This is an optimization exercise on Yosys and OpenROAD, whose aim is small area and a short achievable clock period, not a production implementation.
In this exercise RTL edits were held to simulation tests only and were not proved equivalent to the original.

==> flow/design.v (outline; a module is shown in full before it is edited, if it fits) <==
// module sig_multiplier: 1551 lines
// module fa_cell: 4 lines
// module ha_cell: 4 lines
// module norm_round: 95 lines
// module exp_exc_pack: 66 lines
// module fp_mul_top: 42 lines
module fp_mul_top
(
  input  logic        clk,
  input  logic        reset,
  input  logic [2:0]  r_mode,  
  input  logic [31:0] fp_x,
  input  logic [31:0] fp_y,
  output logic [31:0] fp_z,
  output logic        ovrf,
  output logic        udrf
);
  // ...
==> flow/flow/run.sh <==
#!/bin/bash
# Layout flow: the standard flow (standard.sh) with these changes:
#  - synthesis maps the design's fa_cell/ha_cell modules straight to the
#    library's full/half adder cells before flattening (ORFS's synth.tcl with
#    one techmap added after its hierarchy check), and skips Yosys's
#    extract_fa, so the rest of the adders are left to abc;
#  - abc maps with flow/abc.script, when the version has one;
#  - the port buffers are buf_2 cells instead of the default delay buffers;
#  - make variables from flow/extra_vars.txt, when the version has one.
set -euo pipefail
here=$(pwd)

sed -e 's#^hierarchy -check -top \$::env(DESIGN_NAME)$#&\ntechmap -map '"$here"'/flow/adder_cells.v#' \
    -e 's#^  extract_fa {\*}\[dont_use_extract_fa_args\]$#  \# extract_fa skipped#' \
  "$FLOW_HOME/scripts/synth.tcl" > "$here/synth_adders.tcl"
grep -q adder_cells.v "$here/synth_adders.tcl"
grep -q "extract_fa skipped" "$here/synth_adders.tcl"
if [[ -f "$here/flow/abc.script" ]]; then
  sed -i 's#^  log_cmd abc {\*}\$abc_args$#  log_cmd abc {*}[lreplace $abc_args 1 1 '"$here"'/flow/abc.script]#' "$here/synth_adders.tcl"
  grep -q "flow/abc.script" "$here/synth_adders.tcl"
fi
sed 's#source \$::env(SCRIPTS_DIR)/synth.tcl#source '"$here"'/synth_adders.tcl#' \
  "$here/synth_recipe.tcl" > "$here/synth_recipe_adders.tcl"
grep -q synth_adders.tcl "$here/synth_recipe_adders.tcl"
# extra make variables, from flow/extra_vars.txt if present (one NAME=value per line)
extra=""
if [[ -f "$here/flow/extra_vars.txt" ]]; then
  extra=$(grep -E '^[A-Z_]+=[^ ]+$' "$here/flow/extra_vars.txt" | tr '\n' ' ')
fi
sed -e 's#SYNTH_SCRIPT=[^ ]*#SYNTH_SCRIPT='"$here"'/synth_recipe_adders.tcl#' \
    -e 's#"\${@:-finish}"#'"$extra"'"${@:-finish}"#' \
  "$here/standard.sh" > "$here/standard_adders.sh"
grep -q synth_recipe_adders.tcl "$here/standard_adders.sh"

port_buffer=sky130_fd_sc_hd__buf_2
export BUFFER_PORTS_ARGS="-buffer_cell $port_buffer"
bash "$here/standard_adders.sh" > "$here/flow.log" 2>&1
==> flow/flow/adder_cells.v <==
// maps the design's fa_cell and ha_cell modules to the library adder cells
module fa_cell (input a, input b, input ci, output s, output co);
  sky130_fd_sc_hd__fa_1 _TECHMAP_REPLACE_ (.A(a), .B(b), .CIN(ci), .SUM(s), .COUT(co));
endmodule

module ha_cell (input a, input b, output s, output co);
  sky130_fd_sc_hd__ha_1 _TECHMAP_REPLACE_ (.A(a), .B(b), .SUM(s), .COUT(co));
endmodule
==> flow/standard.sh <==
#!/bin/bash
# synth_recipe.tcl (not shown) runs the flow's synth.tcl, then flattens the netlist and writes it again
# the make line also repeats each setting of config.mk as NAME=value (left out here)
make -C /OpenROAD-flow-scripts/flow DESIGN_CONFIG=/design/flow/config.mk WORK_HOME=/design/flow/orfs CLKGATE_MAP_FILE= SYNTH_SCRIPT=/design/flow/synth_recipe.tcl "${@:-finish}"
==> flow/config.mk <==
export PLATFORM = sky130hd
export DESIGN_NAME = fp_mul_top
export DESIGN_NICKNAME = fp_mul_top
export VERILOG_FILES = /design/flow/design.v
export SDC_FILE = /design/flow/constraint.sdc
export NUM_CORES = 4
export LEC_CHECK = 0
export ABC_AREA = 1
export CAP_MARGIN = 20
export CORE_MARGIN = 2
export CORE_UTILIZATION = 40
export PLACE_DENSITY = 0.8
export SETUP_SLACK_MARGIN = 5
export SLEW_MARGIN = 20
==> flow/constraint.sdc <==
create_clock -name core_clock -period 14.5 [get_ports {clk}]
set_input_delay 2.9000 -clock core_clock [delete_from_list [all_inputs] [get_ports {clk}]]
set_output_delay 2.9000 -clock core_clock [all_outputs]
set_load 0.01 [all_outputs]
==> impl_metrics.toml, run 1 <==
[die]
io_pins = 103
n_tap_cell = 539

[final_layout]
nets = 2755
sh_seq_area_pct = 3.72
buffer_area_share_pct = 3.87
clock_area_share_pct = 1.06
buffers = 123
fin_cells = 2943
antenna-diode-count = 3
drive_gt1_share_pct = 12.4
n_clock_buffer = 5

[clock_tree]
htree_levels = 2
cts_sinks = 34
hold_buffers = 0
cts_resized = 12

[worst_setup_path]
worst-path-max-fanout = 24
crit_cells = 32
crit_family = "simple AND/OR/NAND/NOR gates"
worstSetupStartpoint = "fp_x[5]"
cp-end-kind = "flip-flop"

[routing]
highest_layer = "met5"
drc = 0
wl_met1_um = 24100
drt-pass1-iter-count = 6

[status]
status = "timing/DRC/antenna clean"

[sta]
fmax_ghz = 0.108
final.setup.worst_slack_ps = 5280
slew_viol_final = 0
tightest_slew_ps = 1030

[grt]
antenna_found_initial = 4
grtUsageMet2_pct = 37.3
grt_max_degree = 31
overflow = 0

[synthesis]
syn_area_sq_um = 17000
synthTopCellsByArea = "fa_1 30%, xor2_1 13%, nand2_1 13%, o22ai_1 10%, inv_1 4.3%"
ys.flop_type = "dfxtp_1"
seq_area_frac_synth_pct = 4.01

[placed_design]
placement.cell_area_sq_um = 17800

[worst_hold_path]
hold_class = "in2reg"
hold_depth = 2
==> run 2: changes to the inputs <==
--- a/flow/config.mk
+++ b/flow/config.mk
@@ -11,4 +11,4 @@
 export CORE_UTILIZATION = 40
-export PLACE_DENSITY = 0.8
 export SETUP_SLACK_MARGIN = 5
 export SLEW_MARGIN = 20
+export TNS_END_PERCENT = 0
==> run 2 against run 1 <==
Net effect: cell area rose by 0.42%; synthesized cell count did not move; first-iteration DRC count decreased by 0.45%; highest routed layer unchanged; worst hold slack got worse by 6.2 ps.
==> impl_metrics.toml, run 2 <==
[status]
status = "timing/DRC/antenna clean"

[placed_design]
dpl.hpwl_um = 48600
port_buffers = 102
gp_congestion = 0.961

[routing]
drc = 0
viasPerCell = 5.74
drtIter0Drc = 2004
routed_wl_um = 61400
num_vias = 16900
drt-pass1-iter-count = 6
routedWlPerCell_um = 20.8
postRouteAntennaNets = 0

[synthesis]
yosysTopAreaCell = "fa_1"
synth_edf_count = 0
yosysUniqueCellTypes = 50
syn_area_sq_um = 17000
synth_common_cells = "593 x nand2_1, 273 x o22ai_1, 257 x xor2_1"
yosys_register_bits = 34
ys.flop_type = "dfxtp_1"
syn-num-nets = 2731
async_flop_share_pct = 0
yosysMostFrequentCell = "nand2_1"
synth.avg_cell_area_sq_um = 7.15
seq_area_frac_synth_pct = 4.01
yosysTopAreaCellShare_pct = 30.2
netlist_instances = 2376
synthTopCellsByArea = "fa_1 30%, xor2_1 13%, nand2_1 13%, o22ai_1 10%, inv_1 4.3%"
yosysWarnings = 7

[final_layout]
largest-register = "exp_exc_pack_inst.fp_z"
syn_to_final_growth_pct = 8.23
nets = 2763
largest_registers = "exp_exc_pack_inst.fp_z x32, exp_exc_pack_inst.ovrf x1, exp_exc_pack_inst.udrf x1"
final_common_cell = "nand2_1"
fin_util_pct = 43.8
largest_reg_flops = 32
layout_common_cells = "579 x nand2_1, 271 x o22ai_1, 256 x xor2_1, 256 x fa_1, 182 x inv_1"
drive_gt1_share_pct = 12.8

[clock_tree]
htree_levels = 2
cts.path.max_buffers = 2
cts_sinks = 34
clk_pin_slew_ps = 60
cts_buffers = 5
cts_tree = "yes"
hold_buffers = 0
cts_root_buf = "clkbuf_16"

[sta]
setup_viol = 0
fmax_ghz = 0.109
rsz0062_at_grt = "false"
setup_tns_ps = 0
slew_viol_final = 0
tightest_slew_ps = 984
fin_crit_sh_pct = 63.5
max_slew_margin_pct = 33.8
period_needed_ps = 9200
hold_violations = 0
whs_ps = 2830

[grt]
grt_pass1_wl_um = 92300
overflow = 0
first_global_vias = 15900
grt_max_degree = 31
antenna_found_initial = 2
grt.total_usage_pct = 26.8

[die]
initial_core_util_pct = 40.5
dieHeight_um = 210
dieArea_sq_um = 44100
die_w_um = 210
row_count = 75
io_pins = 103
core-area_sq_um = 41900

[worst_setup_path]
slowest_delay_ps = 480
worst_setup_path_start_kind = "input port"
required_ps = 14720
crit_arrival_ps = 9420
cp-end-kind = "flip-flop"
worst-path-max-fanout = 16
cp_slowest_cell = "fa_1"
worstSetupPathType = "in2reg"

[worst_hold_path]
hold_class = "in2reg"

[job]
drv_cap = 0
[run 2: cell counts after synthesis]
No cell type changed its count.
[run 2: cell type report]
class                           instances  area, sq um
Multi-Input combinational cell       1994        15100
Clock buffer                            7          143
Fill cell                            4248        23600
Timing Repair Buffer                  127          766
Clock inverter                          1         5.00
Inverter                              234          930
Timing Repair inverter                 12         75.1
Antenna cell                            3         7.51
Sequential cell                        34          681
Tap cell                              539          674
[run 2: cell families after synthesis]
logic type / Yosys count / synth area share [%]
AO/OA/AOI/OAI: 454 / 16.2
XOR/XNOR: 287 / 14.8
adder cells (fa/ha/maj): 286 / 32.4
buffers and inverters: 350 / 8.02
flip-flops: 34 / 4.01
multiplexers: 1 / 0.0589
other: 1 / 0.0221
AND/OR/NAND/NOR: 963 / 24.5
[run 2: final timing paths]
check | start | to | slack, ps | cells after the start
max | fp_x[7] | exp_exc_pack_inst.fp_z[5] | 5300 | 30
min | reset | exp_exc_pack_inst.fp_z[28] | 2830 | 2
[run 2: routing by layer]
metal | global-route usage [%] | vias to the layer above | wire length [um]
met5 | 0 | - | 13
met4 | 7.78 | 2 | 2170
met3 | 4.14 | 120 | 5760
met2 | 40.0 | 820 | 25700
met1 | 40.0 | 8099 | 27700
li1 | - | 7906 | -
[run 2: worst max-delay path: cells and delay by family]
family                   cells  cell delay (ps)
AO/OA/AOI/OAI                2              380
adder cells (fa/ha/maj)      5             2330
buffers and inverters        2              410
AND/OR/NAND/NOR             21             3410
[run 2: timing repair]
action / CTS / global route
gates resized for setup: 7 / 61
setup endpoints to repair: 33 / 33
gates cloned: 0 / 14
setup buffers: 0 / 12
pin swaps: 0 / 1
[run 2: per-stage QoR]
step	area [sq um]	cells	setup WS, ps
floorplan	17000	2376	5710
global placement	17800	2914	4370
detailed placement	17800	2914	4190
CTS	18000	2922	5030
global route	18400	2949	4980
finish	18400	2951	5300
==> run 3: changes to the inputs <==
--- a/flow/config.mk
+++ b/flow/config.mk
@@ -13,2 +13,2 @@
 export SLEW_MARGIN = 20
-export TNS_END_PERCENT = 0
+export TNS_END_PERCENT = 10
==> run 3 against run 2 <==
Net effect: largest cell class unchanged; clock-buffer cell count unchanged; sequential share of layout area unchanged; worst hold slack is the same; final cell count stayed put; non-clock buffer count unchanged; critical endpoint unchanged; via count is the same; wire length is the same; first-iteration DRC count is the same.
==> impl_metrics.toml, run 3 <==
[placed_design]
port_buffers = 102
dpl.hpwl_um = 48600
gp_congestion = 0.961

[sta]
setup_viol = 0
period_needed_ps = 9200
rsz0062_at_grt = "false"
slew_viol_final = 0
fin_crit_sh_pct = 63.5
max_slew_margin_pct = 33.8
fmax_ghz = 0.109
whs_ps = 2830
hold_violations = 0
tightest_slew_ps = 984
setup_tns_ps = 0

[die]
dieHeight_um = 210
dieArea_sq_um = 44100
die_w_um = 210
io_pins = 103
core-area_sq_um = 41900
initial_core_util_pct = 40.5
row_count = 75

[synthesis]
async_flop_share_pct = 0
synth.avg_cell_area_sq_um = 7.15
synth_common_cells = "593 x nand2_1, 273 x o22ai_1, 257 x xor2_1"
yosysMostFrequentCell = "nand2_1"
yosysUniqueCellTypes = 50
netlist_instances = 2376
synth_edf_count = 0
yosys_register_bits = 34
yosysWarnings = 7
syn_area_sq_um = 17000
synthTopCellsByArea = "fa_1 30%, xor2_1 13%, nand2_1 13%, o22ai_1 10%, inv_1 4.3%"
seq_area_frac_synth_pct = 4.01
yosysTopAreaCell = "fa_1"
syn-num-nets = 2731
ys.flop_type = "dfxtp_1"
yosysTopAreaCellShare_pct = 30.2

[grt]
overflow = 0
grt.total_usage_pct = 26.8
grt_max_degree = 31
first_global_vias = 15900
grt_pass1_wl_um = 92300
antenna_found_initial = 2

[routing]
drtIter0Drc = 2004
viasPerCell = 5.74
num_vias = 16900
routed_wl_um = 61400
postRouteAntennaNets = 0
drc = 0
drt-pass1-iter-count = 6
routedWlPerCell_um = 20.8

[status]
status = "timing/DRC/antenna clean"

[clock_tree]
cts.path.max_buffers = 2
cts_sinks = 34
cts_buffers = 5
hold_buffers = 0
clk_pin_slew_ps = 60
cts_tree = "yes"
htree_levels = 2
cts_root_buf = "clkbuf_16"

[final_layout]
layout_common_cells = "579 x nand2_1, 271 x o22ai_1, 256 x xor2_1, 256 x fa_1, 182 x inv_1"
largest_registers = "exp_exc_pack_inst.fp_z x32, exp_exc_pack_inst.ovrf x1, exp_exc_pack_inst.udrf x1"
nets = 2763
largest-register = "exp_exc_pack_inst.fp_z"
seq_area_sq_um = 681
final_common_cell = "nand2_1"
fillers = 4248
drive_gt1_share_pct = 12.8
largest_reg_flops = 32
multiInputGateArea_sq_um = 15100
syn_to_final_growth_pct = 8.23

[worst_setup_path]
cp_slowest_cell = "fa_1"
worstSetupPathType = "in2reg"
crit_arrival_ps = 9420
worst-path-max-fanout = 16
worst_setup_path_start_kind = "input port"
cp-end-kind = "flip-flop"
required_ps = 14720
slowest_delay_ps = 480

[job]
drv_cap = 0

[worst_hold_path]
hold_class = "in2reg"
run 3: cell counts in the layout (fill, tap and decap cells not counted):
Identical to the previous run, type by type.
run 3: through the flow:
step	worst slack (ps)	cells	util [%]	area [sq um]
after floorplan	5710	2376	-	17000
after global placement	4370	2914	42.5	17800
after detailed placement	4190	2914	42.5	17800
after CTS	5030	2922	42.9	18000
after global routing	4980	2949	43.8	18400
final	5300	2951	43.8	18400
run 3: cells by family (layout without fill, tap and decap cells):
| family | count (synthesis) | count (layout) | synth area share (%) |
|---|---|---|---|
| mux | 1 | 1 | 0.0589 |
| buf+inv | 350 | 381 | 8.02 |
| other cells | 1 | 4 | 0.0221 |
| flops | 34 | 34 | 4.01 |
| compound gates | 454 | 454 | 16.2 |
| simple gates | 963 | 965 | 24.5 |
| xor+xnor | 287 | 287 | 14.8 |
| fa+ha+maj | 286 | 286 | 32.4 |
run 3: what timing repair did:
action	in CTS	in global routing
pin swaps	0	1
cloned	0	14
gates resized for setup	7	61
setup endpoints to repair	33	33
setup buffers	0	12
run 3: critical path: cells and delay by family:
family / cells / cell delay (ps)
AOI/OAI and AO/OA: 2 / 380
buffers and inverters: 2 / 410
adders and majority gates: 5 / 2330
and+or+nand+nor: 21 / 3410
run 3: per-layer routing:
layer	up-vias	share of wire (%)	global-route usage, %
li1	7906	-	-
met1	8099	45	40.0
met2	820	42	40.0
met3	120	9.4	4.14
met4	2	3.5	7.78
met5	-	0.021	0
run 3: area by class of cell:
| class | instances | area share [%] |
|---|---|---|
| antenna | 3 | 0.0408 |
| tap | 539 | 3.67 |
| timing repair buffer | 127 | 4.16 |
| inverter | 234 | 5.06 |
| sequential | 34 | 3.70 |
| multi-input combinational | 1994 | 82.2 |
| timing repair inverter | 12 | 0.408 |
| clock buffer | 7 | 0.776 |
| clock inverter | 1 | 0.0272 |
run 3: worst paths after layout:
check,slack [ps],to,from,cells after the start
max,5300,exp_exc_pack_inst.fp_z[5],fp_x[7],30
min,2830,exp_exc_pack_inst.fp_z[28],reset,2
==> run 4: changes to the inputs <==
--- a/flow/config.mk
+++ b/flow/config.mk
@@ -13,2 +13 @@
 export SLEW_MARGIN = 20
-export TNS_END_PERCENT = 10
==> run 4 against run 3 <==
Net effect: non-clock buffer count did not move; critical path depth did not move; worst hold slack did not move; synthesized area did not move; first-iteration DRC count did not move; synthesized cell count did not move; clock-buffer cell count did not move.
==> impl_metrics.toml, run 4 <==
[status]
status = "timing/DRC/antenna clean"

[synthesis]
netlist_instances = 2376
ys.flop_type = "dfxtp_1"
syn-num-nets = 2731
yosysMostFrequentCell = "nand2_1"
seq_area_frac_synth_pct = 4.01
yosysWarnings = 7
synth_edf_count = 0
yosys_register_bits = 34
synth_common_cells = "593 x nand2_1, 273 x o22ai_1, 257 x xor2_1"
synthTopCellsByArea = "fa_1 30%, xor2_1 13%, nand2_1 13%, o22ai_1 10%, inv_1 4.3%"
syn_area_sq_um = 17000
yosysTopAreaCell = "fa_1"
yosysUniqueCellTypes = 50
yosysTopAreaCellShare_pct = 30.2
async_flop_share_pct = 0
synth.avg_cell_area_sq_um = 7.15

[sta]
fmax_ghz = 0.109
setup_tns_ps = 0
setup_viol = 0
final.setup.worst_slack_ps = 5300
period_needed_ps = 9200
slew_viol_final = 0
rsz0062_at_grt = "false"
tightest_slew_ps = 984
fin_crit_sh_pct = 63.5
hold_violations = 0
max_slew_margin_pct = 33.8

[placed_design]
gp_congestion = 0.961
port_buffers = 102
dp_slack_ps = 4190
dpl.hpwl_um = 48600

[die]
dieHeight_um = 210
dieArea_sq_um = 44100
initial_core_util_pct = 40.5
core-area_sq_um = 41900
row_count = 75
die_w_um = 210
io_pins = 103

[clock_tree]
cts_sinks = 34
cts_tree = "yes"
htree_levels = 2
cts.path.max_buffers = 2
clk_pin_slew_ps = 60
hold_buffers = 0
cts_root_buf = "clkbuf_16"
cts_buffers = 5

[routing]
postRouteAntennaNets = 0
drc = 0
drt-pass1-iter-count = 6
route.met3.wl_um = 5760
wl_met1_um = 27700
wl_met2_um = 25700
drtIter0Drc = 2004
viasPerCell = 5.74
routedWlPerCell_um = 20.8
highest_layer = "met5"
routed_wl_um = 61400
num_vias = 16900

[grt]
grt_max_degree = 31
first_global_vias = 15900
antenna_found_initial = 2
overflow = 0
grt.total_usage_pct = 26.8
grt_pass1_wl_um = 92300

[worst_setup_path]
crit_arrival_ps = 9420
required_ps = 14720
worstSetupPathType = "in2reg"
worst-path-max-fanout = 16
slowest_delay_ps = 480
worst_setup_path_start_kind = "input port"
cp_slowest_cell = "fa_1"
cp-end-kind = "flip-flop"

[final_layout]
syn_to_final_growth_pct = 8.23
largest-register = "exp_exc_pack_inst.fp_z"
largest_reg_flops = 32
drive_gt1_share_pct = 12.8
layout_common_cells = "579 x nand2_1, 271 x o22ai_1, 256 x xor2_1, 256 x fa_1, 182 x inv_1"
final_common_cell = "nand2_1"
nets = 2763
largest_registers = "exp_exc_pack_inst.fp_z x32, exp_exc_pack_inst.ovrf x1, exp_exc_pack_inst.udrf x1"

[job]
drv_cap = 0

[worst_hold_path]
hold_class = "in2reg"
==> run 4: cells by family after synthesis <==
| logic type | after synthesis | synth area share [%] |
|---|---|---|
| AO/OA/AOI/OAI | 454 | 16.2 |
| XOR/XNOR | 287 | 14.8 |
| adder cells (fa/ha/maj) | 286 | 32.4 |
| buffers and inverters | 350 | 8.02 |
| flip-flops | 34 | 4.01 |
| multiplexers | 1 | 0.0589 |
| other | 1 | 0.0221 |
| AND/OR/NAND/NOR | 963 | 24.5 |
==> run 4: worst paths after layout <==
| check | startpoint | cells past startpoint | slack, ps | end |
|---|---|---|---|---|
| setup / recovery | fp_x[7] | 30 | 5300 | exp_exc_pack_inst.fp_z[5] |
| hold / removal | reset | 2 | 2830 | exp_exc_pack_inst.fp_z[28] |
==> run 4: through the flow <==
| step | cell area [sq um] | instances | hold slack (ps) | utilization, % |
|---|---|---|---|---|
| floorplan | 17000 | 2376 | 2970 | - |
| global placement | 17800 | 2914 | 3120 | 42.5 |
| detailed placement | 17800 | 2914 | 3130 | 42.5 |
| CTS | 18000 | 2922 | 2830 | 42.9 |
| global route | 18400 | 2949 | 2850 | 43.8 |
| finish | 18400 | 2951 | 2830 | 43.8 |
==> run 4: routing by layer <==
layer  global-route usage [%]  up-vias
li1                         -     7906
met1                     40.0     8099
met2                     40.0      820
met3                     4.14      120
met4                     7.78        2
met5                        0        -
==> run 4: area by class of cell <==
| cell class | instances | area (sq um) |
|---|---|---|
| antenna | 3 | 7.51 |
| clock inverter | 1 | 5.00 |
| tap | 539 | 674 |
| multi-input combinational | 1994 | 15100 |
| fill | 4248 | 23600 |
| sequential | 34 | 681 |
| timing repair buffer | 127 | 766 |
| clock buffer | 7 | 143 |
| timing repair inverter | 12 | 75.1 |
| inverter | 234 | 930 |
==> run 4: critical path, delay by kind of cell <==
kind	cells	cell delay, ps
AO/OA/AOI/OAI	2	380
adder cells (fa/ha/maj)	5	2330
buffers and inverters	2	410
AND/OR/NAND/NOR	21	3410
==> run 4: what timing repair did <==
action	in CTS	in global routing
cloned	0	14
buffers inserted	0	12
endpoints found under the setup margin	33	33
pin swaps	0	1
gates resized for setup	7	61
==> run 5: changes to the inputs <==
==> flow/flow/abc.script (new file) <==
strash
dch
map -D 4000 -B 0.9
topo
stime -c
buffer -c
upsize -c
dnsize -c
==> run 5 against run 4 <==
Net effect: die area did not move; synthesized area did not move; critical path depth did not move; critical endpoint unchanged; global-route usage did not move; critical path type unchanged; via count did not move; sequential cell count did not move; cell area did not move; wire length did not move; core utilization did not move; highest routed layer unchanged; worst hold slack did not move.
==> impl_metrics.toml, run 5 <==
[synthesis]
syn-num-nets = 2731
netlist_instances = 2376
ys.flop_type = "dfxtp_1"
yosysMostFrequentCell = "nand2_1"
seq_area_frac_synth_pct = 4.01
yosysTopAreaCell = "fa_1"
yosys_register_bits = 34
yosysUniqueCellTypes = 50
async_flop_share_pct = 0
synth_common_cells = "593 x nand2_1, 273 x o22ai_1, 257 x xor2_1"
synth.avg_cell_area_sq_um = 7.15
syn_area_sq_um = 17000
synthTopCellsByArea = "fa_1 30%, xor2_1 13%, nand2_1 13%, o22ai_1 10%, inv_1 4.3%"
synth_edf_count = 0
yosysWarnings = 7
yosysTopAreaCellShare_pct = 30.2

[final_layout]
largest_registers = "exp_exc_pack_inst.fp_z x32, exp_exc_pack_inst.ovrf x1, exp_exc_pack_inst.udrf x1"
fin_cells = 2951
layout_common_cells = "579 x nand2_1, 271 x o22ai_1, 256 x xor2_1, 256 x fa_1, 182 x inv_1"
syn_to_final_growth_pct = 8.23
nets = 2763
largest-register = "exp_exc_pack_inst.fp_z"
final_common_cell = "nand2_1"
drive_gt1_share_pct = 12.8
final_cell_area_sq_um = 18400
fin_util_pct = 43.8
largest_reg_flops = 32

[die]
io_pins = 103
dieArea_sq_um = 44100
core-area_sq_um = 41900
initial_core_util_pct = 40.5
dieHeight_um = 210
row_count = 75
die_w_um = 210

[status]
status = "timing/DRC/antenna clean"

[worst_setup_path]
cp_slowest_cell = "fa_1"
crit_arrival_ps = 9420
slowest_delay_ps = 480
required_ps = 14720
cp-end-kind = "flip-flop"
worstSetupPathType = "in2reg"
worst_setup_path_start_kind = "input port"
worst-path-max-fanout = 16

[sta]
max_slew_margin_pct = 33.8
hold_violations = 0
final.setup.worst_slack_ps = 5300
setup_viol = 0
fin_crit_sh_pct = 63.5
period_needed_ps = 9200
setup_tns_ps = 0
tightest_slew_ps = 984
whs_ps = 2830
rsz0062_at_grt = "false"
slew_viol_final = 0
fmax_ghz = 0.109

[routing]
viasPerCell = 5.74
routedWlPerCell_um = 20.8
routed_wl_um = 61400
num_vias = 16900
drtIter0Drc = 2004
drt-pass1-iter-count = 6
postRouteAntennaNets = 0
drc = 0

[clock_tree]
clk_pin_slew_ps = 60
cts.path.max_buffers = 2
cts_buffers = 5
cts_tree = "yes"
cts_sinks = 34
htree_levels = 2
cts_root_buf = "clkbuf_16"

[grt]
antenna_found_initial = 2
grt_pass1_wl_um = 92300
grt_max_degree = 31
first_global_vias = 15900
grt.total_usage_pct = 26.8
overflow = 0

[placed_design]
dp.cells = 2914
dp_slack_ps = 4190
dpl.hpwl_um = 48600
port_buffers = 102
placement.cell_area_sq_um = 17800
gp_congestion = 0.961

[job]
drv_cap = 0

[worst_hold_path]
hold_class = "in2reg"
-- run 5: cell counts after synthesis --
No cell type changed its count.
-- run 5: what timing repair did --
item | in CTS | in global routing
setup buffers | 0 | 12
setup endpoints to repair | 33 | 33
hold buffers | 0 | 0
pin swaps | 0 | 1
cloned | 0 | 14
resized for setup | 7 | 61
-- run 5: layout make-up --
class / instances / area, sq um
fillers: 4248 / 23600
multi-input cells: 1994 / 15100
inverters: 234 / 930
repair buffers: 127 / 766
flip-flops and latches: 34 / 681
well taps: 539 / 674
clock buffers: 7 / 143
repair inverters: 12 / 75.1
diodes: 3 / 7.51
clock inverters: 1 / 5.00
-- run 5: worst paths after layout --
check,from,end,slack (ps),cells past startpoint
worst max-delay path,fp_x[7],exp_exc_pack_inst.fp_z[5],5300,30
worst min-delay path,reset,exp_exc_pack_inst.fp_z[28],2830,2
-- run 5: kinds of logic (layout without fill, tap and decap cells) --
kind of cell | count (synthesis) | after routing | share of synthesized area [%]
adder cells (fa/ha/maj) | 286 | 286 | 32.4
flip-flops | 34 | 34 | 4.01
AND/OR/NAND/NOR | 963 | 965 | 24.5
multiplexers | 1 | 1 | 0.0589
AO/OA/AOI/OAI | 454 | 454 | 16.2
buffers and inverters | 350 | 381 | 8.02
XOR/XNOR | 287 | 287 | 14.8
other | 1 | 4 | 0.0221
-- run 5: routing by layer --
metal  share of wire, %  global-route usage [%]  vias to the layer above
met5              0.021                       0                        -
met4                3.5                    7.78                        2
met3                9.4                    4.14                      120
met2                 42                    40.0                      820
met1                 45                    40.0                     8099
li1                   -                       -                     7906
-- run 5: worst max-delay path, delay by kind of cell --
kind            cells  cell delay [ps]
compound gates      2              380
buf+inv             2              410
simple gates       21             3410
fa+ha+maj           5             2330
==> run 6: changes to the inputs <==
==> flow/flow/abc.script (replaced) <==
strash
dch
map -D 4500 -B 0.9
topo
stime -c
buffer -c
upsize -c
dnsize -c
==> run 6 against run 5 <==
Net effect: setup slack improved by 140 ps; via count fell by 2.0%; critical path type unchanged.
==> impl_metrics.toml, run 6 <==
[sta]
rsz0062_at_grt = "false"
slew_viol_final = 0
setup_viol = 0
hold_violations = 0
period_needed_ps = 9060
fin_crit_sh_pct = 62.5
fmax_ghz = 0.110
tightest_slew_ps = 963
setup_tns_ps = 0
max_slew_margin_pct = 35.2
whs_ps = 2810

[final_layout]
seq_area_sq_um = 681
fillers = 4209
layout_common_cells = "463 x nand2_1, 269 x o22ai_1, 257 x xor2_1"
largest-register = "exp_exc_pack_inst.fp_z"
drive_gt1_share_pct = 14.9
largest_reg_flops = 32
multiInputGateArea_sq_um = 15000
nets = 2670
largest_registers = "exp_exc_pack_inst.fp_z x32, exp_exc_pack_inst.ovrf x1, exp_exc_pack_inst.udrf x1"
fin_cells = 2849
syn_to_final_growth_pct = 10.1
final_cell_area_sq_um = 18400
final_common_cell = "nand2_1"

[die]
core-area_sq_um = 41000
io_pins = 103
die_w_um = 209
initial_core_util_pct = 40.8
row_count = 74
dieHeight_um = 209
dieArea_sq_um = 43500

[synthesis]
synthTopCellsByArea = "fa_1 31%, xor2_1 14%, nand2_1 11%, o22ai_1 10%, dfxtp_1 4.1%"
synth.avg_cell_area_sq_um = 7.36
ys.flop_type = "dfxtp_1"
synth_common_cells = "479 x nand2_1, 273 x o22ai_1, 258 x xor2_1"
synth_edf_count = 0
yosysMostFrequentCell = "nand2_1"
netlist_instances = 2272
async_flop_share_pct = 0
yosysTopAreaCell = "fa_1"
syn-num-nets = 2627
seq_area_frac_synth_pct = 4.07
syn_area_sq_um = 16700
yosysWarnings = 7
yosysTopAreaCellShare_pct = 30.6
yosys_register_bits = 34
yosysUniqueCellTypes = 56

[routing]
routed_wl_um = 61600
drtIter0Drc = 1684
drt-pass1-iter-count = 6
routedWlPerCell_um = 21.6
drc = 0
num_vias = 16600
postRouteAntennaNets = 0
viasPerCell = 5.83

[grt]
first_global_vias = 15800
grt.total_usage_pct = 27.5
overflow = 0
grt_pass1_wl_um = 93000
antenna_found_initial = 1
grt_max_degree = 35

[placed_design]
placement.cell_area_sq_um = 17600
dp.cells = 2804
port_buffers = 102
dpl.hpwl_um = 48300
gp_congestion = 0.965

[clock_tree]
clk_pin_slew_ps = 50
cts_root_buf = "clkbuf_16"
cts_buffers = 5
htree_levels = 2
cts.path.max_buffers = 2
cts_tree = "yes"
cts_sinks = 34

[worst_setup_path]
cp_slowest_cell = "fa_1"
path_common_cell = "nand2_1"
worstSetupStartpoint = "fp_x[7]"
cp-end-kind = "flip-flop"
worst-path-max-fanout = 13
worstSetupPathType = "in2reg"
worst_setup_path_start_kind = "input port"
slowest_delay_ps = 590
required_ps = 14680
crit_arrival_ps = 9240

[worst_hold_path]
worstHoldStart = "reset"
hold_class = "in2reg"
hold_depth = 2
hold_end = "exp_exc_pack_inst.udrf"

[job]
drv_cap = 0

[status]
status = "timing/DRC/antenna clean"
run 6: logic make-up after synthesis:
| family | Yosys count | synth area share, % |
|---|---|---|
| mux | 1 | 0.0598 |
| other cells | 1 | 0.0224 |
| compound gates | 494 | 17.7 |
| buf+inv | 339 | 7.88 |
| simple gates | 820 | 21.6 |
| fa+ha+maj | 286 | 32.9 |
| xor+xnor | 297 | 15.7 |
| flops | 34 | 4.07 |
run 6: final cells by class:
cell class / count / share of cell area, %
multi-input combinational: 1902 / 81.6
timing repair inverter: 12 / 0.448
antenna: 1 / 0.0136
tap: 532 / 3.61
sequential: 34 / 3.70
clock inverter: 3 / 0.374
timing repair buffer: 136 / 4.69
inverter: 224 / 4.88
clock buffer: 5 / 0.679
run 6: worst max-delay path by stage:
| stage | slack [ps] | cells past startpoint | end |
|---|---|---|---|
| final | 5440 | 32 | exp_exc_pack_inst.fp_z[18] |
| after floorplan | 5550 | 36 | exp_exc_pack_inst.fp_z[13] |
| after CTS | 5020 | 34 | exp_exc_pack_inst.fp_z[17] |
| after global routing | 4980 | 33 | exp_exc_pack_inst.fp_z[23] |
| after global placement | 3530 | 32 | exp_exc_pack_inst.fp_z[13] |
| after detailed placement | 3440 | 32 | exp_exc_pack_inst.fp_z[17] |
run 6: timing repair:
action | in CTS | in global routing
resized for setup | 24 | 79
setup buffers | 7 | 13
setup endpoints to repair | 33 | 33
cloned | 4 | 12
hold buffers | 0 | 0
pin swaps | 1 | 6
run 6: worst max-delay path, delay by kind of cell:
kind	cells	cell delay, ps
adder cells (fa/ha/maj)	5	2400
AND/OR/NAND/NOR	15	1640
AO/OA/AOI/OAI	6	1070
buffers and inverters	4	640
XOR/XNOR	2	600
run 6: per-layer routing:
metal	GRT usage (%)	wire length (um)	vias up
met5	0	0	-
li1	-	-	7646
met2	41.2	26000	884
met3	5.00	6560	115
met4	6.30	1800	0
met1	40.8	27200	7958
run 6: through the flow:
step / utilization, % / worst slack, ps
finish: 44.9 / 5440
global route: 44.9 / 4980
CTS: 43.7 / 5020
detailed placement: 42.8 / 3440
global placement: 42.8 / 3530
floorplan: - / 5550
==> module norm_round, before the edit <==
module norm_round
(
  input  logic [47:0] sum_a,
  input  logic [47:0] sum_b,
  input  logic        sign_z,
  input  logic [2:0]  r_mode,  
  output logic [22:0] frac_z,
  output logic        renorm
);
  logic [20:0] lg [0:5];
  logic [20:0] lp [0:5];
  logic        c21;
  assign lg[0] = sum_a[20:0] & sum_b[20:0];
  assign lp[0] = sum_a[20:0] ^ sum_b[20:0];
  for (genvar l = 0; l < 5; l++) begin : g_llvl
    for (genvar i = 0; i < 21; i++) begin : g_lbit
      if (((i >> l) & 1) == 1) begin : g_op
        assign lg[l+1][i] = lg[l][i] | (lp[l][i] & lg[l][((i >> l) << l) - 1]);
        assign lp[l+1][i] = lp[l][i] & lp[l][((i >> l) << l) - 1];
      end else begin : g_pass
        assign lg[l+1][i] = lg[l][i];
        assign lp[l+1][i] = lp[l][i];
      end
    end
  end
  assign c21 = lg[5][20];
  logic [20:0] zt;
  logic        st0;  
  assign zt[0] = ~(sum_a[0] ^ sum_b[0]);
  for (genvar i = 1; i < 21; i++) begin : g_zt
    assign zt[i] = ~((sum_a[i] ^ sum_b[i]) ^ (sum_a[i-1] | sum_b[i-1]));
  end
  assign st0 = ~&zt[20:0];
  logic [23:0] h;    
  logic [23:0] k;    
  assign h = sum_a[47:24] ^ sum_b[47:24];
  assign k = {sum_a[46:24] & sum_b[46:24], 1'b0};
  logic [22:0] ug [0:5];
  logic [22:0] up [0:5];
  assign ug[0] = h[23:1] & k[23:1];
  assign up[0] = h[23:1] ^ k[23:1];
  for (genvar l = 0; l < 5; l++) begin : g_ulvl
    for (genvar i = 0; i < 23; i++) begin : g_ubit
      if (((i >> l) & 1) == 1) begin : g_op
        assign ug[l+1][i] = ug[l][i] | (up[l][i] & ug[l][((i >> l) << l) - 1]);
        assign up[l+1][i] = up[l][i] & up[l][((i >> l) << l) - 1];
      end else begin : g_pass
        assign ug[l+1][i] = ug[l][i];
        assign up[l+1][i] = up[l][i];
      end
    end
  end
  logic [23:1] w0, w1;  
  assign w0 = up[0] ^ {ug[5][21:0], 1'b0};
  assign w1 = up[0] ^ ({ug[5][21:0], 1'b0} | {up[5][21:0], 1'b1});
  logic [23:0] u0, u1, u2;  
  assign u0 = {w0, h[0]};
  assign u1 = {h[0] ? w1 : w0, ~h[0]};
  assign u2 = {w1, h[0]};
  function automatic logic round_inc(input logic [2:0] mode, input logic s,
                                     input logic lsb, input logic grd,
                                     input logic rnd, input logic stk);
    case (mode)
      3'd0:    round_inc = grd & (rnd | stk | lsb);
      3'd1:    round_inc = 1'b0;
      3'd2:    round_inc = s & (grd | rnd | stk);
      3'd3:    round_inc = ~s & (grd | rnd | stk);
      default: round_inc = grd;
    endcase
  endfunction
  logic [5:0] dec [0:1];
  for (genvar ci = 0; ci < 2; ci++) begin : g_ci
    logic p21, p22, p23, p24, c22, c23, c24, inc0, inc1, t0;
    assign p21  = sum_a[21] ^ sum_b[21] ^ 1'(ci);
    assign c22  = (sum_a[21] & sum_b[21]) | (1'(ci) & (sum_a[21] | sum_b[21]));
    assign p22  = sum_a[22] ^ sum_b[22] ^ c22;
    assign c23  = (sum_a[22] & sum_b[22]) | (c22 & (sum_a[22] | sum_b[22]));
    assign p23  = sum_a[23] ^ sum_b[23] ^ c23;
    assign c24  = (sum_a[23] & sum_b[23]) | (c23 & (sum_a[23] | sum_b[23]));
    assign p24  = h[0] ^ c24;
    assign inc0 = round_inc(r_mode, sign_z, p23, p22, p21, st0);
    assign inc1 = round_inc(r_mode, sign_z, p24, p23, p22, st0 | p21);
    assign t0   = p23 & inc0;  
    assign dec[ci] = {c24, c24 ^ t0, c24 & t0, c24 ^ inc1, c24 & inc1, p23 ^ inc0};
  end
  logic       c24, s0u1, s0u2, s1u1, s1u2, lsb0;
  assign {c24, s0u1, s0u2, s1u1, s1u2, lsb0} = c21 ? dec[1] : dec[0];
  logic [23:0] s0, s1;
  logic        msb;
  assign s0  = s0u2 ? u2 : s0u1 ? u1 : u0;
  assign s1  = s1u2 ? u2 : s1u1 ? u1 : u0;
  assign msb = c24 ? u1[23] : u0[23];
  assign frac_z = msb ? s1[22:0] : {s0[21:0], lsb0};
  assign renorm = s0[23];
endmodule
==> run 7: changes to the inputs <==
--- a/flow/design.v
+++ b/flow/design.v
@@ -1647,6 +1647,2 @@
   assign w1 = up[0] ^ ({ug[5][21:0], 1'b0} | {up[5][21:0], 1'b1});
-  logic [23:0] u0, u1, u2;  
-  assign u0 = {w0, h[0]};
-  assign u1 = {h[0] ? w1 : w0, ~h[0]};
-  assign u2 = {w1, h[0]};
   function automatic logic round_inc(input logic [2:0] mode, input logic s,
@@ -1679,9 +1675,13 @@
   assign {c24, s0u1, s0u2, s1u1, s1u2, lsb0} = c21 ? dec[1] : dec[0];
-  logic [23:0] s0, s1;
-  logic        msb;
-  assign s0  = s0u2 ? u2 : s0u1 ? u1 : u0;
-  assign s1  = s1u2 ? u2 : s1u1 ? u1 : u0;
-  assign msb = c24 ? u1[23] : u0[23];
-  assign frac_z = msb ? s1[22:0] : {s0[21:0], lsb0};
-  assign renorm = s0[23];
+  logic pick0, pick1, low0, low1, msb;
+  assign pick0 = s0u2 | (s0u1 & h[0]);
+  assign pick1 = s1u2 | (s1u1 & h[0]);
+  assign low0  = h[0] ^ (s0u1 & ~s0u2);
+  assign low1  = h[0] ^ (s1u1 & ~s1u2);
+  assign msb   = (c24 & h[0]) ? w1[23] : w0[23];
+  logic [22:0] r0, r1;  
+  assign r1 = {pick1 ? w1[22:1] : w0[22:1], low1};
+  assign r0 = {pick0 ? w1[21:1] : w0[21:1], low0, lsb0};
+  assign frac_z = msb ? r1 : r0;
+  assign renorm = pick0 ? w1[23] : w0[23];
 endmodule
==> run 7 against run 6 <==
Net effect: still clean; via count down 6.7%; clock-buffer cell count unchanged; worst hold slack better by 63 ps; sequential share of layout area up 0.11 points; sequential cell count unchanged; maximum frequency down 1.5%; setup slack worse by 140 ps; synthesized cell count down 5.9%; die area down 3.4%; highest routed layer is now met5.
==> impl_metrics.toml, run 7 <==
[status]
status = "timing/DRC/antenna clean"

[final_layout]
largest_reg_flops = 32
drive_gt1_share_pct = 14.4
layout_common_cells = "378 x nand2_1, 268 x o22ai_1, 255 x xor2_1, 255 x fa_1, 195 x inv_1"
largest_registers = "exp_exc_pack_inst.fp_z x32, exp_exc_pack_inst.ovrf x1, exp_exc_pack_inst.udrf x1"
final_cell_area_sq_um = 17900
syn_to_final_growth_pct = 10.7
largest-register = "exp_exc_pack_inst.fp_z"
final_common_cell = "nand2_1"
antenna-diode-count = 0
nets = 2546

[synthesis]
yosysWarnings = 7
yosysUniqueCellTypes = 54
netlist_instances = 2138
yosysTopAreaCell = "fa_1"
synth.avg_cell_area_sq_um = 7.55
yosys_register_bits = 34
syn_area_sq_um = 16200
synth_common_cells = "387 x nand2_1, 274 x o22ai_1, 262 x xor2_1"
yosysTopAreaCellShare_pct = 31.7
async_flop_share_pct = 0
synthTopCellsByArea = "fa_1 32%, xor2_1 14%, o22ai_1 11%, nand2_1 9.0%, inv_1 4.7%"
syn-num-nets = 2493
synth_edf_count = 0
ys.flop_type = "dfxtp_1"
seq_area_frac_synth_pct = 4.21
yosysMostFrequentCell = "nand2_1"

[clock_tree]
htree_levels = 2
cts_tree = "yes"
cts.path.max_buffers = 2
cts_sinks = 34
cts_root_buf = "clkbuf_16"
clk_pin_slew_ps = 60
cts_buffers = 5

[grt]
grt_pass1_wl_um = 84200
grt.total_usage_pct = 25.9
overflow = 0
grt_max_degree = 39
first_global_vias = 15100
antenna_found_initial = 0

[sta]
slew_viol_final = 0
setup_viol = 0
tightest_slew_ps = 992
period_needed_ps = 9200
fmax_ghz = 0.109
fin_crit_sh_pct = 63.4
hold_violations = 0
setup_tns_ps = 0
max_slew_margin_pct = 33.1
rsz0062_at_grt = "true"

[placed_design]
placement.cell_area_sq_um = 17000
gp_congestion = 0.983
port_buffers = 102
dpl.hpwl_um = 45400

[worst_setup_path]
required_ps = 14660
crit_arrival_ps = 9360
cp-end-kind = "flip-flop"
worst-path-max-fanout = 12
worstSetupPathType = "in2reg"
path_common_cell = "nand2_2"
worst_setup_path_start_kind = "input port"
slowest_delay_ps = 560
cp_slowest_cell = "fa_1"

[die]
initial_core_util_pct = 40.6
die_w_um = 205
io_pins = 103
core-area_sq_um = 39800
dieHeight_um = 205
dieArea_sq_um = 42000
row_count = 73

[routing]
postRouteAntennaNets = 0
drt-pass1-iter-count = 7
drtIter0Drc = 1388
routedWlPerCell_um = 20.7
num_vias = 15500
routed_wl_um = 56200
viasPerCell = 5.70
drc = 0

[job]
drv_cap = 0

[worst_hold_path]
hold_class = "in2reg"
## run 7: changes by cell type in the layout (fill, tap and decap cells not counted), sizes merged, moves of 3 or more
cell,delta
clkinvlp,-4
a21oi,-7
nor2,-8
buf,+7
o21ai,-18
inv,+11
nand3b,-3
xnor2,+11
nand2,-97
a21boi,-3
or2,-14
xor2,+5
nand4,-7
o211ai,+5
## run 7: area by class of cell
cell class | count | area, sq um
fill | 4034 | 21900
clock buffer | 5 | 125
clock inverter | 3 | 68.8
timing repair buffer | 143 | 937
sequential | 34 | 681
multi-input combinational | 1763 | 14400
timing repair inverter | 11 | 62.6
tap | 525 | 657
inverter | 233 | 907
## run 7: kinds of logic after synthesis
| family | Yosys count | share of synthesized area, % |
|---|---|---|
| AND/OR/NAND/NOR | 689 | 18.1 |
| adder cells (fa/ha/maj) | 286 | 34.1 |
| buffers and inverters | 346 | 8.57 |
| XOR/XNOR | 313 | 17.1 |
| flip-flops | 34 | 4.21 |
| other | 1 | 0.0232 |
| AO/OA/AOI/OAI | 469 | 18.0 |
## run 7: per-stage QoR
stage                     utilization (%)  instances  setup WS, ps  hold slack [ps]
after floorplan                         -       2138          5450             2970
after global placement               42.6       2669          3880             3160
after detailed placement             42.6       2669          3780             3160
after CTS                            43.4       2683          5050             2870
after global routing                 44.9       2717          4960             2870
final                                44.9       2717          5300             2870
## run 7: critical path, delay by kind of cell
kind / cells / cell delay, ps
compound gates: 6 / 1020
xor+xnor: 1 / 200
buf+inv: 4 / 740
simple gates: 19 / 2000
fa+ha+maj: 5 / 2480
## run 7: layer usage
| layer | track usage (%) | up-vias | wire length (um) |
|---|---|---|---|
| met3 | 7.06 | 111 | 5370 |
| met4 | 8.97 | 2 | 2170 |
| met5 | 2.38 | - | 133 |
| met1 | 33.9 | 7452 | 23800 |
| li1 | - | 7200 | - |
| met2 | 41.0 | 721 | 24800 |
## run 7: worst paths after layout
path                   endpoint  slack (ps)  depth (start not counted)  startpoint
min      exp_exc_pack_inst.udrf        2870                          2       reset
max   exp_exc_pack_inst.fp_z[2]        5300                         35    fp_x[17]
## run 7: timing repair
action / CTS / global route
pin swaps: 1 / 8
hold buffers: 0 / 0
cloned: 3 / 14
setup buffers: 3 / 20
setup endpoints to repair: 33 / 33
gates resized for setup: 25 / 68
==> run 8: changes to the inputs <==
==> flow/flow/abc.script (replaced) <==
strash
dc2
dch
map -B 0.9
topo
stime -c
buffer -c
upsize -c
dnsize -c
==> run 8 against run 7 <==
Net effect: still clean on timing, DRC and antenna; first-iteration DRC count up 31%; maximum frequency fell by 1.5%; final cell count grew 3.2%; sequential cell count unchanged; highest routed layer is now met4.
==> impl_metrics.toml, run 8 <==
[worst_setup_path]
cp-endpoint = "exp_exc_pack_inst.fp_z[24]"
critPathBufInv = 5
path_common_cell = "nor2_4"
cp-end-kind = "flip-flop"
cp_slowest_cell = "fa_1"
worst_setup_path_start_kind = "input port"
worst-path-max-fanout = 8
required_ps = 14680
crit_arrival_ps = 9520
crit_cells = 42
worstSetupPathType = "in2reg"
worstSetupStartpoint = "fp_x[14]"
slowest_delay_ps = 570
crit_family = "simple AND/OR/NAND/NOR gates"

[clock_tree]
clk_pin_slew_ps = 60
cts.path.max_buffers = 2
hold_buffers = 0
cts_tree = "yes"
cts_root_buf = "clkbuf_16"
htree_levels = 2
cts_sinks = 34
cts_buffers = 5

[final_layout]
fin_util_pct = 52.3
layout_common_cells = "355 x nand2_1, 223 x fa_1, 209 x o22ai_1"
syn_to_final_growth_pct = 29.7
final_common_cell = "nand2_1"
nets = 2632
largest_registers = "exp_exc_pack_inst.fp_z x32, exp_exc_pack_inst.ovrf x1, exp_exc_pack_inst.udrf x1"
antenna-diode-count = 0
largest_reg_flops = 32
final_cell_area_sq_um = 20600
fin_cells = 2803
fillers = 3620
drive_gt1_share_pct = 29.9
largest-register = "exp_exc_pack_inst.fp_z"

[die]
io_pins = 103
row_count = 73
dieArea_sq_um = 41400
die_w_um = 203
dieHeight_um = 203
core-area_sq_um = 39500
initial_core_util_pct = 40.3

[routing]
drtIter0Drc = 1820
drt-pass1-iter-count = 6
num_vias = 16600
viasPerCell = 5.93
routed_wl_um = 64400
routedWlPerCell_um = 23.0
drc = 0
postRouteAntennaNets = 0

[synthesis]
yosysWarnings = 7
yosysMostFrequentCell = "nand2_1"
synth_compound_area_share_pct = 16.3
synth_fa_ha_area_share_pct = 34.6
ys.flop_type = "dfxtp_1"
synthMuxAreaShare_pct = 0.126
yosys_register_bits = 34
netlist_instances = 2106
yosys.area_share.simple_pct = 21.2
seq_area_frac_synth_pct = 4.28
syn-num-nets = 2461
synth_common_cells = "406 x nand2_1, 272 x xor2_1, 256 x fa_1, 256 x o22ai_1, 164 x inv_1"
synth_top_family_by_area = "adder cells"
yosysTopAreaCell = "fa_1"
synth-xor-area-share_pct = 16.0
yosysUniqueCellTypes = 49
syn_area_sq_um = 15900
synthTopCellsByArea = "fa_1 32%, xor2_1 15%, o22ai_1 10%, nand2_1 9.6%, dfxtp_1 4.3%"
synth.avg_cell_area_sq_um = 7.56
async_flop_share_pct = 0
synth_edf_count = 0
yosysTopAreaCellShare_pct = 32.2

[sta]
final.setup.worst_slack_ps = 5160
hold_violations = 0
fmax_ghz = 0.107
period_needed_ps = 9340
max_slew_margin_pct = 17.2
whs_ps = 2840
slew_viol_final = 0
fin_crit_sh_pct = 64.4
setup_tns_ps = 0
setup_viol = 0
rsz0062_at_grt = "true"
tightest_slew_ps = 1230

[grt]
first_global_vias = 15300
grt_max_degree = 27
grt_pass1_wl_um = 88200
grt.total_usage_pct = 27.8
overflow = 0
antenna_found_initial = 0

[placed_design]
placement.cell_area_sq_um = 16700
port_buffers = 102
gp_congestion = 0.945
dp.cells = 2638
dp_slack_ps = 3730
dpl.hpwl_um = 45200

[status]
status = "timing/DRC/antenna clean"

[job]
drv_cap = 0

[worst_hold_path]
hold_class = "in2reg"
-- run 8: cells by family (layout without fill, tap and decap cells) --
group | count (synthesis) | in the layout
flops | 34 | 34
xor+xnor | 291 | 291
compound gates | 443 | 443
fa+ha+maj | 287 | 287
mux | 2 | 2
other cells | 1 | 1
buf+inv | 302 | 467
simple gates | 746 | 753
-- run 8: layout make-up --
class	instances	area, sq um	share of cell area, %
Clock buffer	5	125	0.606
Clock inverter	3	68.8	0.334
Inverter	197	851	4.12
Multi-Input combinational cell	1777	16000	77.6
Sequential cell	34	681	3.30
Tap cell	525	657	3.18
Timing Repair Buffer	248	2150	10.4
Timing Repair inverter	14	95.1	0.461
-- run 8: worst min-delay path by stage --
stage                from                          to  slack [ps]  cells after the start
floorplan           reset      exp_exc_pack_inst.udrf        2970                      1
global placement    reset  exp_exc_pack_inst.fp_z[31]        3140                      2
detailed placement  reset  exp_exc_pack_inst.fp_z[31]        3140                      2
CTS                 reset  exp_exc_pack_inst.fp_z[31]        2840                      2
global route        reset  exp_exc_pack_inst.fp_z[31]        2860                      2
finish              reset  exp_exc_pack_inst.fp_z[31]        2840                      2
-- run 8: what timing repair did --
action,CTS,global route
pin swaps,10,80
cloned,11,20
endpoints found under the hold margin,0,0
setup endpoints to repair,33,33
resized for setup,61,421
buffers inserted,23,103
-- run 8: routing by layer --
layer	track usage, %	part of all wire (%)	vias up
met5	0	0	-
met4	11.0	6.1	0
met3	6.04	11	247
met2	43.3	44	1140
met1	37.6	39	7929
li1	-	-	7317
==> run 9: changes to the inputs <==
==> flow/flow/abc.script (replaced) <==
strash
balance
rewrite
refactor
balance
rewrite
rewrite -z
balance
refactor -z
rewrite -z
balance
dch
map -B 0.9
topo
stime -c
buffer -c
upsize -c
dnsize -c
==> run 9 against run 8 <==
Net effect: critical endpoint is now exp_exc_pack_inst.fp_z[6]; sequential share of layout area increased by 0.59 points; wire length decreased by 11%.
==> impl_metrics.toml, run 9 <==
[synthesis]
yosysUniqueCellTypes = 47
syn_area_sq_um = 16000
async_flop_share_pct = 0
yosys_register_bits = 34
yosysWarnings = 7
synth_edf_count = 0
yosysMostFrequentCell = "nand2_1"
synthTopCellsByArea = "fa_1 32%, xor2_1 14%, nand2_1 11%, o22ai_1 9.8%, inv_1 4.8%"
ys.flop_type = "dfxtp_1"
netlist_instances = 2162
yosysTopAreaCell = "fa_1"
seq_area_frac_synth_pct = 4.24
synth_common_cells = "457 x nand2_1, 262 x xor2_1, 256 x fa_1"
yosysTopAreaCellShare_pct = 31.9
syn-num-nets = 2517
synth.avg_cell_area_sq_um = 7.42

[grt]
overflow = 0
antenna_found_initial = 1
grt_max_degree = 39
grt.total_usage_pct = 26.6
grt_pass1_wl_um = 86400
first_global_vias = 15200

[sta]
max_slew_margin_pct = 50.3
slew_viol_final = 0
rsz0062_at_grt = "true"
fin_crit_sh_pct = 63.6
tightest_slew_ps = 746
setup_viol = 0
period_needed_ps = 9230
setup_tns_ps = 0
final.setup.worst_slack_ps = 5270
fmax_ghz = 0.108
hold_violations = 0

[worst_hold_path]
hold_class = "in2reg"
worstHoldStart = "reset"

[clock_tree]
cts_tree = "yes"
cts_buffers = 5
cts_sinks = 34
clk_pin_slew_ps = 60
cts_root_buf = "clkbuf_16"
cts.path.max_buffers = 2
htree_levels = 2

[worst_setup_path]
worstSetupStartpoint = "fp_x[13]"
slowest_delay_ps = 540
path_common_cell = "fa_1"
cp-end-kind = "flip-flop"
cp_slowest_cell = "fa_1"
cp-endpoint = "exp_exc_pack_inst.fp_z[6]"
worst-path-max-fanout = 23
crit_arrival_ps = 9410
required_ps = 14680
worstSetupPathType = "in2reg"
worst_setup_path_start_kind = "input port"

[die]
row_count = 73
core-area_sq_um = 39600
dieHeight_um = 204
initial_core_util_pct = 40.5
die_w_um = 204
dieArea_sq_um = 41700
io_pins = 103

[final_layout]
multiInputGateArea_sq_um = 14300
seq_area_sq_um = 681
syn_to_final_growth_pct = 8.97
largest-register = "exp_exc_pack_inst.fp_z"
layout_common_cells = "442 x nand2_1, 260 x xor2_1, 256 x fa_1"
drive_gt1_share_pct = 12.8
fin_util_pct = 44.1
nets = 2538
largest_registers = "exp_exc_pack_inst.fp_z x32, exp_exc_pack_inst.ovrf x1, exp_exc_pack_inst.udrf x1"
final_common_cell = "nand2_1"
fillers = 4069
largest_reg_flops = 32

[routing]
routedWlPerCell_um = 21.1
routed_wl_um = 57200
postRouteAntennaNets = 0
drt-pass1-iter-count = 5
drtIter0Drc = 1509
num_vias = 15500
viasPerCell = 5.72
drc = 0

[placed_design]
gp_congestion = 0.910
dpl.hpwl_um = 43900
dp_slack_ps = 4350
port_buffers = 102

[status]
status = "timing/DRC/antenna clean"

[job]
drv_cap = 0
run 9: cell count changes in the layout (fill, tap and decap cells not counted), moves of 35 or more:
cell,before,now
buf_4,114,23
inv_1,129,195
nand2_1,355,442
o21ai_0,109,65
o22ai_1,209,244
xor2_1,207,260
xor2_2,42,3
run 9: logic make-up after synthesis:
family,Yosys count,share of synthesized area (%)
AOI/OAI and AO/OA,440,17.2
and+or+nand+nor,784,21.0
other,1,0.0234
xor gates and xnor gates,272,14.9
DFF,34,4.24
buffers and inverters,345,8.33
adders and majority gates,286,34.3
run 9: worst min path at each step:
stage / endpoint / slack [ps] / cells past startpoint
final: exp_exc_pack_inst.fp_z[31] / 2810 / 2
after global routing: exp_exc_pack_inst.fp_z[31] / 2830 / 2
after CTS: exp_exc_pack_inst.ovrf / 2810 / 2
after detailed placement: exp_exc_pack_inst.ovrf / 3110 / 2
after global placement: exp_exc_pack_inst.fp_z[31] / 3100 / 2
after floorplan: exp_exc_pack_inst.ovrf / 2970 / 1
run 9: timing repair:
action	4_1_cts	5_1_grt
hold buffers	0	0
cloned	1	13
resized for setup	14	81
endpoints found under the setup margin	25	33
buffers inserted	2	10
hold endpoints to repair	0	0
pin swaps	0	6
run 9: worst max-delay path, delay by kind of cell:
family | cells | cell delay, ps
fa+ha+maj | 5 | 2390
compound gates | 4 | 630
simple gates | 18 | 2850
buf+inv | 5 | 620
run 9: per-layer routing:
metal / GRT usage [%] / part of all wire, % / routed length [um] / vias to the layer above
met3: 2.85 / 7.8 / 4450 / 91
met5: 0 / 0 / 0 / -
li1: - / - / - / 7223
met4: 8.33 / 3.4 / 1960 / 0
met1: 36.6 / 43 / 24600 / 7494
met2: 43.9 / 46 / 26200 / 695
run 9: area by class of cell:
class / instances / area share, %
multi-input combinational: 1788 / 82.0
inverter: 214 / 4.67
timing repair buffer: 131 / 4.36
sequential: 34 / 3.89
tap: 525 / 3.76
clock buffer: 6 / 0.794
timing repair inverter: 9 / 0.372
clock inverter: 1 / 0.172
antenna: 1 / 0.0143
run 9: metrics by stage:
step | area [sq um] | cells | hold slack, ps
detailed placement | 16800 | 2675 | 3110
global route | 17500 | 2708 | 2830
CTS | 17000 | 2685 | 2810
floorplan | 16000 | 2162 | 2970
global placement | 16800 | 2675 | 3100
finish | 17500 | 2709 | 2810
==> run 10: changes to the inputs <==
removed: flow/flow/abc.script
==> run 10 against run 9 <==
Net effect: synthesized area grew 2.9%; maximum frequency grew 0.46%; first-iteration DRC count shrank 10%; worst hold slack gained 39 ps; synthesized cell count grew 1.9%; still clean; setup slack gained 42 ps; sequential share of layout area shrank 0.087 points; wire length grew 0.24%; global-route usage shrank 1.2 points; non-clock buffer count is the same.
==> impl_metrics.toml, run 10 <==
[synthesis]
synth.avg_cell_area_sq_um = 7.49
async_flop_share_pct = 0
synthTopCellsByArea = "fa_1 31%, xor2_1 14%, o22ai_1 10%, nand2_1 9.8%, inv_1 4.6%"
syn-num-nets = 2559
seq_area_frac_synth_pct = 4.12
yosysWarnings = 7
yosysUniqueCellTypes = 56
synth_edf_count = 0
netlist_instances = 2204
synth_common_cells = "433 x nand2_1, 274 x o22ai_1, 258 x xor2_1"
yosysMostFrequentCell = "nand2_1"
yosys_register_bits = 34
yosysTopAreaCellShare_pct = 31.0
yosysTopAreaCell = "fa_1"
ys.flop_type = "dfxtp_1"
syn_area_sq_um = 16500

[final_layout]
final_common_cell = "nand2_1"
drive_gt1_share_pct = 15.0
largest-register = "exp_exc_pack_inst.fp_z"
multiInputGateArea_sq_um = 14600
final_cell_area_sq_um = 17900
fillers = 4160
largest_registers = "exp_exc_pack_inst.fp_z x32, exp_exc_pack_inst.ovrf x1, exp_exc_pack_inst.udrf x1"
layout_common_cells = "417 x nand2_1, 270 x o22ai_1, 256 x xor2_1, 256 x fa_1, 192 x inv_1"
syn_to_final_growth_pct = 8.33
nets = 2599
largest_reg_flops = 32
seq_area_sq_um = 681

[grt]
grt_max_degree = 40
overflow = 0
grt.total_usage_pct = 25.4
grt_pass1_wl_um = 86600
first_global_vias = 15000
antenna_found_initial = 2

[sta]
setup_viol = 0
fmax_ghz = 0.109
max_slew_margin_pct = 40.2
period_needed_ps = 9190
fin_crit_sh_pct = 63.3
slew_viol_final = 0
hold_violations = 0
rsz0062_at_grt = "false"
setup_tns_ps = 0
tightest_slew_ps = 896

[status]
status = "timing/DRC/antenna clean"

[clock_tree]
cts_tree = "yes"
clk_pin_slew_ps = 50
cts_root_buf = "clkbuf_16"
cts.path.max_buffers = 2
htree_levels = 2
hold_buffers = 0
cts_buffers = 5
cts_sinks = 34

[routing]
routedWlPerCell_um = 20.6
drtIter0Drc = 1358
postRouteAntennaNets = 0
drc = 0
routed_wl_um = 57300
viasPerCell = 5.72
drt-pass1-iter-count = 6
num_vias = 15900

[worst_hold_path]
hold_class = "in2reg"

[die]
core-area_sq_um = 40800
dieArea_sq_um = 42900
io_pins = 103
initial_core_util_pct = 40.4
dieHeight_um = 207
row_count = 74
die_w_um = 207

[worst_setup_path]
worstSetupPathType = "in2reg"
path_common_cell = "nand2_2"
worst_setup_path_start_kind = "input port"
slowest_delay_ps = 500
crit_arrival_ps = 9390
cp_slowest_cell = "fa_1"
cp-end-kind = "flip-flop"
required_ps = 14710
worst-path-max-fanout = 17

[placed_design]
gp_congestion = 0.960
port_buffers = 102
placement.cell_area_sq_um = 17300
dpl.hpwl_um = 45600

[job]
drv_cap = 0
[run 10: cell count changes in the layout (fill, tap and decap cells not counted), sizes merged, moves of 12 or more]
cell    change
xnor2      +36
o221ai     -23
o211ai     -12
o22ai      +22
a21oi      +19
inv        +14
[run 10: kinds of logic after synthesis]
family          share of synthesized area, %
compound gates                          17.0
mux                                   0.0606
xor+xnor                                16.3
simple gates                            20.8
buf+inv                                 8.39
fa+ha+maj                               33.3
other cells                           0.0227
flops                                   4.12
[run 10: timing repair]
item | CTS | global route
endpoints found under the hold margin | 0 | 0
setup endpoints to repair | 33 | 32
pin swaps | 1 | 2
buffers inserted | 3 | 16
cloned | 4 | 11
gates resized for setup | 12 | 50
[run 10: metrics by stage]
stage	hold slack [ps]	utilization (%)	setup WS, ps	cells
after floorplan	2980	-	5620	2204
after global placement	3140	42.3	3860	2735
after detailed placement	3130	42.3	3840	2735
after CTS	2840	42.9	5010	2750
after global routing	2860	43.8	4960	2777
final	2850	43.8	5310	2779
[run 10: worst max-delay path, delay by kind of cell]
kind / cells / cell delay (ps)
buf+inv: 3 / 470
simple gates: 18 / 2460
xor+xnor: 1 / 250
compound gates: 4 / 940
fa+ha+maj: 5 / 2360
[run 10: worst paths after layout]
| kind | from | endpoint | slack [ps] | cells past startpoint |
|---|---|---|---|---|
| setup / recovery | fp_x[15] | exp_exc_pack_inst.fp_z[12] | 5310 | 31 |
| hold / removal | reset | exp_exc_pack_inst.udrf | 2850 | 2 |
[run 10: layout make-up]
cell class / instances / share of cell area, %
Tap cell: 532 / 3.72
Sequential cell: 34 / 3.81
Multi-Input combinational cell: 1826 / 81.8
Clock buffer: 6 / 0.776
Clock inverter: 2 / 0.0699
Timing Repair inverter: 13 / 0.490
Antenna cell: 2 / 0.0280
Timing Repair Buffer: 131 / 4.18
Inverter: 233 / 5.09
[run 10: metal layers]
metal  routed length, um  track usage, %  up-vias  part of all wire [%]
met3                5380            4.44      103                   9.4
li1                    -               -     7375                     -
met4                1790            7.73        0                   3.1
met1               25000            35.9     7653                    44
met5                   0               0        -                     0
met2               25200            39.6      772                    44

port drivers added, routing unchanged:
The flow's constraints put no driver on any port. The routed layouts listed below were extracted and timed again, unchanged, in two steps.
Step 1 assumes that a clkbuf_16 drives the clock port and a buf_2 every other input.
Step 2 also shifts input and output timing later by t, the mid clock arrival at the registers, as if the neighbouring blocks saw the same clock.
Slacks: ideal / step 1 / step 2; pairs: ideal / step 1.
run | t, ns | setup WS [ns] | hold WS [ns]
run 1 | 0.318 | 5.282 / 5.302 / 4.984 | 2.840 / 2.826 / 3.144
run 2 | 0.328 | 5.298 / 5.319 / 4.991 | 2.834 / 2.815 / 3.143
run 3 | 0.328 | 5.298 / 5.319 / 4.991 | 2.834 / 2.815 / 3.143
run 4 | 0.328 | 5.298 / 5.319 / 4.991 | 2.834 / 2.815 / 3.143
run 5 | 0.328 | 5.298 / 5.319 / 4.991 | 2.834 / 2.815 / 3.143
run 6 | 0.334 | 5.443 / 5.410 / 5.076 | 2.807 / 2.793 / 3.127
run 7 | 0.317 | 5.301 / 5.320 / 5.003 | 2.870 / 2.867 / 3.184
run 8 | 0.323 | 5.158 / 5.148 / 4.825 | 2.839 / 2.822 / 3.145
run 9 | 0.324 | 5.272 / 5.277 / 4.954 | 2.810 / 2.800 / 3.123
run 10 | 0.308 | 5.315 / 5.298 / 4.990 | 2.849 / 2.839 / 3.147
After both steps setup and hold are still met in every run listed. For run 6, which loses most, drivers alone change the setup slack by -0.033 ns; drivers and shift together by -0.367 ns.
